Source: an optimization exercise on an open RTL-to-GDS flow (aim: small area). Production flows keep margins and buffers that such runs may drop.
The RTL was checked by simulation tests, not by an equivalence proof against the original design.
Power figures rest on the tool's default switching activity, not on a simulated workload.

// icmp_echo_reply_parser
module icmp_echo_reply_parser (
    input  logic                                i_clk,
    input  logic                                i_rst_n,
    input  logic                                i_valid,
    output logic                                o_ready,
    input  icmp_pkg::t_in                       i_data,
    output logic                                o_valid,
    input  logic                                i_ready,
    output icmp_pkg::t_out                      o_data,
    input  logic                                i_cfg_we,
    input  logic [icmp_pkg::CFG_IDX_W-1:0]      i_cfg_idx,
    input  logic [icmp_pkg::CFG_DATA_W-1:0]     i_cfg_data
);
Size in the first run: ~1200 cells after synthesis, ~190 I/O pins, ~15000 sq um of cells after synthesis.
export LEC_CHECK = 0
export CAP_MARGIN = 20
export CORE_MARGIN = 2
export CORE_UTILIZATION = 55
export SLEW_MARGIN = 20
create_clock -name core_clock -period 10.0 [get_ports {i_clk}]
standard.sh (not shown) runs the stock make flow with config.mk's settings and CLKGATE_MAP_FILE= SYNTH_SCRIPT=/design/flow/synth_recipe.tcl, a recipe that flattens the netlist after the stock synthesis.
==> flow/flow/run.sh <==
#!/bin/bash
# Own flow: the standard layout (standard.sh with the standard flow's synthesis script
# synth_recipe.tcl), run from a copy of ORFS's scripts folder with these
# changes to how the layout is built:
#  - synthesis maps the logic with ABC's area script (ABC_AREA=1), and that
#    script (flow/abc_area.script) is an area-oriented one: dch + amap, twice;
#  - Yosys's extract_fa extracts full adders only (extract_fa -fa): half
#    adders are left to ABC, which maps them with fewer inverters.
#    Registers are mapped by dfflibmap as in the standard synthesis, so they
#    are the standard synthesis's registers (same names and cell types);
#  - the port buffers that global placement inserts are the smallest buffer,
#    sky130_fd_sc_hd__buf_1, instead of the cell buffer_ports picks itself;
#  - clock tree synthesis uses clkbuf_8 in small sink clusters and inserts no
#    dummy loads.
set -euo pipefail
here=$(pwd)
rm -rf "$here/scripts_abc"
cp -r "$FLOW_HOME/scripts" "$here/scripts_abc"
cp "$here/flow/abc_area.script" "$here/scripts_abc/abc_area.script"
sed -i 's/extract_fa {\*}\[dont_use_extract_fa_args\]/extract_fa -fa/' "$here/scripts_abc/synth.tcl"
grep -q 'extract_fa -fa$' "$here/scripts_abc/synth.tcl"
export BUFFER_PORTS_ARGS="-buffer_cell sky130_fd_sc_hd__buf_1"
export CTS_ARGS="-sink_clustering_enable -repair_clock_nets -sink_clustering_size 18 -sink_clustering_max_diameter 60 -buf_list sky130_fd_sc_hd__clkbuf_8 -dont_use_dummy_load"
bash standard.sh SCRIPTS_DIR="$here/scripts_abc" ABC_AREA=1 finish > standard_make.log 2>&1
==> flow/flow/abc_area.script <==
strash
dch
amap
strash
dch
amap
topo
stime -c
Rerun with:
--- a/flow/design.v
+++ b/flow/design.v
@@ -162,20 +162,19 @@
     assign k_o     = r_tv ? r_neg : o_new;
     assign keep    = k_e || k_o;
     logic [31:0] rs;
     logic [19:0] ru;
     logic [31:0] ds;
     logic [19:0] ud;
-    logic        k12, k22, k32, k10, k20;
+    logic        k16, k32, k10, k20;
     logic        ud_co;
     logic        borrow;
     assign rs = i_data.recv_sec;
     assign ru = i_data.recv_usec;
-    icmp_rca #(12) u_ds0 (.a(rs[11:0]),  .b(r_nssec[11:0]),  .ci(1'b1), .s(ds[11:0]),  .co(k12));
-    icmp_rca #(10) u_ds1 (.a(rs[21:12]), .b(r_nssec[21:12]), .ci(1'b0), .s(ds[21:12]), .co(k22));
-    icmp_rca #(10) u_ds2 (.a(rs[31:22]), .b(r_nssec[31:22]), .ci(1'b0), .s(ds[31:22]), .co(k32));
+    icmp_rca #(16) u_ds0 (.a(rs[15:0]),  .b(r_nssec[15:0]),  .ci(1'b1), .s(ds[15:0]),  .co(k16));
+    icmp_rca #(16) u_ds1 (.a(rs[31:16]), .b(r_nssec[31:16]), .ci(1'b0), .s(ds[31:16]), .co(k32));
     icmp_rca #(10) u_ud0 (.a(ru[9:0]),   .b(r_nsu[9:0]),     .ci(1'b1), .s(ud[9:0]),   .co(k10));
     icmp_rca #(10) u_ud1 (.a(ru[19:10]), .b(r_nsu[19:10]),   .ci(1'b0), .s(ud[19:10]), .co(k20));
     assign ud_co  = k20 || (k10 && (ud[19:10] == 10'h3FF));
     assign borrow = !neg_c && (big_c || !ud_co);
     assign to_tail = push && r_hv && !pop;
     always_ff @(posedge i_clk) begin
@@ -206,13 +205,13 @@
             end
         end
         if (to_tail) begin
             r_nssec   <= ds;
             r_nsu     <= ud;
             r_big     <= borrow;
-            r_id[2:0] <= {k22, k12, k10};
+            r_id[1:0] <= {k16, k10};
             r_neg     <= o_new;
             r_proto_ok <= e_new;
         end else if (wr && in_icmp) begin
             case (off)
                 4'd8:  r_nssec[7:0]   <= ~din;
                 4'd9:  r_nssec[15:8] <= ~din;
@@ -235,13 +234,13 @@
     logic        h_e;
     logic [10:0] h_ilen;
     logic [7:0]  h_code;
     logic [7:0]  h_u8;
     logic [15:0] h_seq;
     logic        h_b;
-    logic        h_k12, h_k22, h_k10;
+    logic        h_k16, h_k10;
     logic [31:0] h_ds;
     logic [19:0] h_du;
     always_ff @(posedge i_clk) begin
         if (!i_rst_n) begin
             r_hv <= 1'b0;
             r_tv <= 1'b0;
@@ -264,14 +263,13 @@
             h_ilen  <= keep ? ilen : 11'd0;
             h_code  <= ~(r_ncode | {8{!keep}});
             h_u8    <= ~((r_nttl | {8{!k_e}}) & (r_ntype | {8{!k_o}}));
             h_seq   <= ~(r_nseq | {16{!k_e}});
             h_b     <= (sel_n && borrow) || (sel_t && r_big);
             h_k10   <= (sel_n && k10) || (sel_t && r_id[0]);
-            h_k12   <= (sel_n && k12) || (sel_t && r_id[1]);
-            h_k22   <= (sel_n && k22) || (sel_t && r_id[2]);
+            h_k16   <= (sel_n && k16) || (sel_t && r_id[1]);
             h_ds    <= (ds & {32{sel_n}}) | (r_nssec & {32{sel_t}});
             h_du    <= (ud & {20{sel_n}}) | (r_nsu & {20{sel_t}});
         end
     end
     logic        q_e;
     logic [10:0] q_ilen;
@@ -280,26 +278,20 @@
     logic [15:0] q_seq;
     logic [31:0] q_rtt_s;
     logic [19:0] q_rtt_u;
     logic [31:0] rtt_s;
     logic [19:0] rtt_u;
     logic [31:0] xs;
-    logic [32:12] ic;
+    logic [32:16] ic;
     logic [32:0] sk;
     logic        uc;
-    assign xs[11:0] = h_ds[11:0];
-    assign ic[12]   = h_k12;
-    for (genvar i = 12; i < 32; i++) begin : g_inc
-        logic c;
-        if (i == 22) begin : g_join
-            assign c = ic[22] || h_k22;
-        end else begin : g_pass
-            assign c = ic[i];
-        end
-        assign xs[i]   = h_ds[i] ^ c;
-        assign ic[i+1] = h_ds[i] && c;
+    assign xs[15:0] = h_ds[15:0];
+    assign ic[16]   = h_k16;
+    for (genvar i = 16; i < 32; i++) begin : g_inc
+        assign xs[i]   = h_ds[i] ^ ic[i];
+        assign ic[i+1] = h_ds[i] && ic[i];
     end
     assign sk[0] = h_b;
     for (genvar i = 0; i < 32; i++) begin : g_dec
         assign rtt_s[i] = xs[i] ^ sk[i];
         assign sk[i+1]  = sk[i] && !xs[i];
     end
After rerunning: The changed run went through all stages and came out clean. Sequential share of layout area stays flat. Utilization decreases by 0.17 points. Clock power decreases by about 3%. Final cell count decreases by 0.73%. Worst hold slack barely changes. First-iteration DRC count decreases by 14%.

==> afterwards: timing with drivers on the ports <==
In the flow no input, the clock included, has a driving cell. The finished layouts below were timed again as built, in two steps.
Step 1: set_driving_cell puts a clkbuf_16 on i_clk and a buf_2 on each other input, an assumption about the parent block.
Step 2, shift: input delay + t, output delay - t, t = (earliest + latest rising clock arrival at the registers) / 2. This alone moves slack from input paths to output paths.
Three values: ideal, step 1, step 2; two values: the first two.
run | t, ns | setup slack, ns | worst setup path at the end
the first run | 0.616 | 3.815 / 3.839 / 3.223 | input to register
the second run | 0.615 | 2.501 / 2.527 / 1.912 | input to register
After both steps setup and hold are still met in every run listed. For the first run, which loses most, drivers alone change the setup slack by +0.024 ns; drivers and shift together by -0.592 ns.
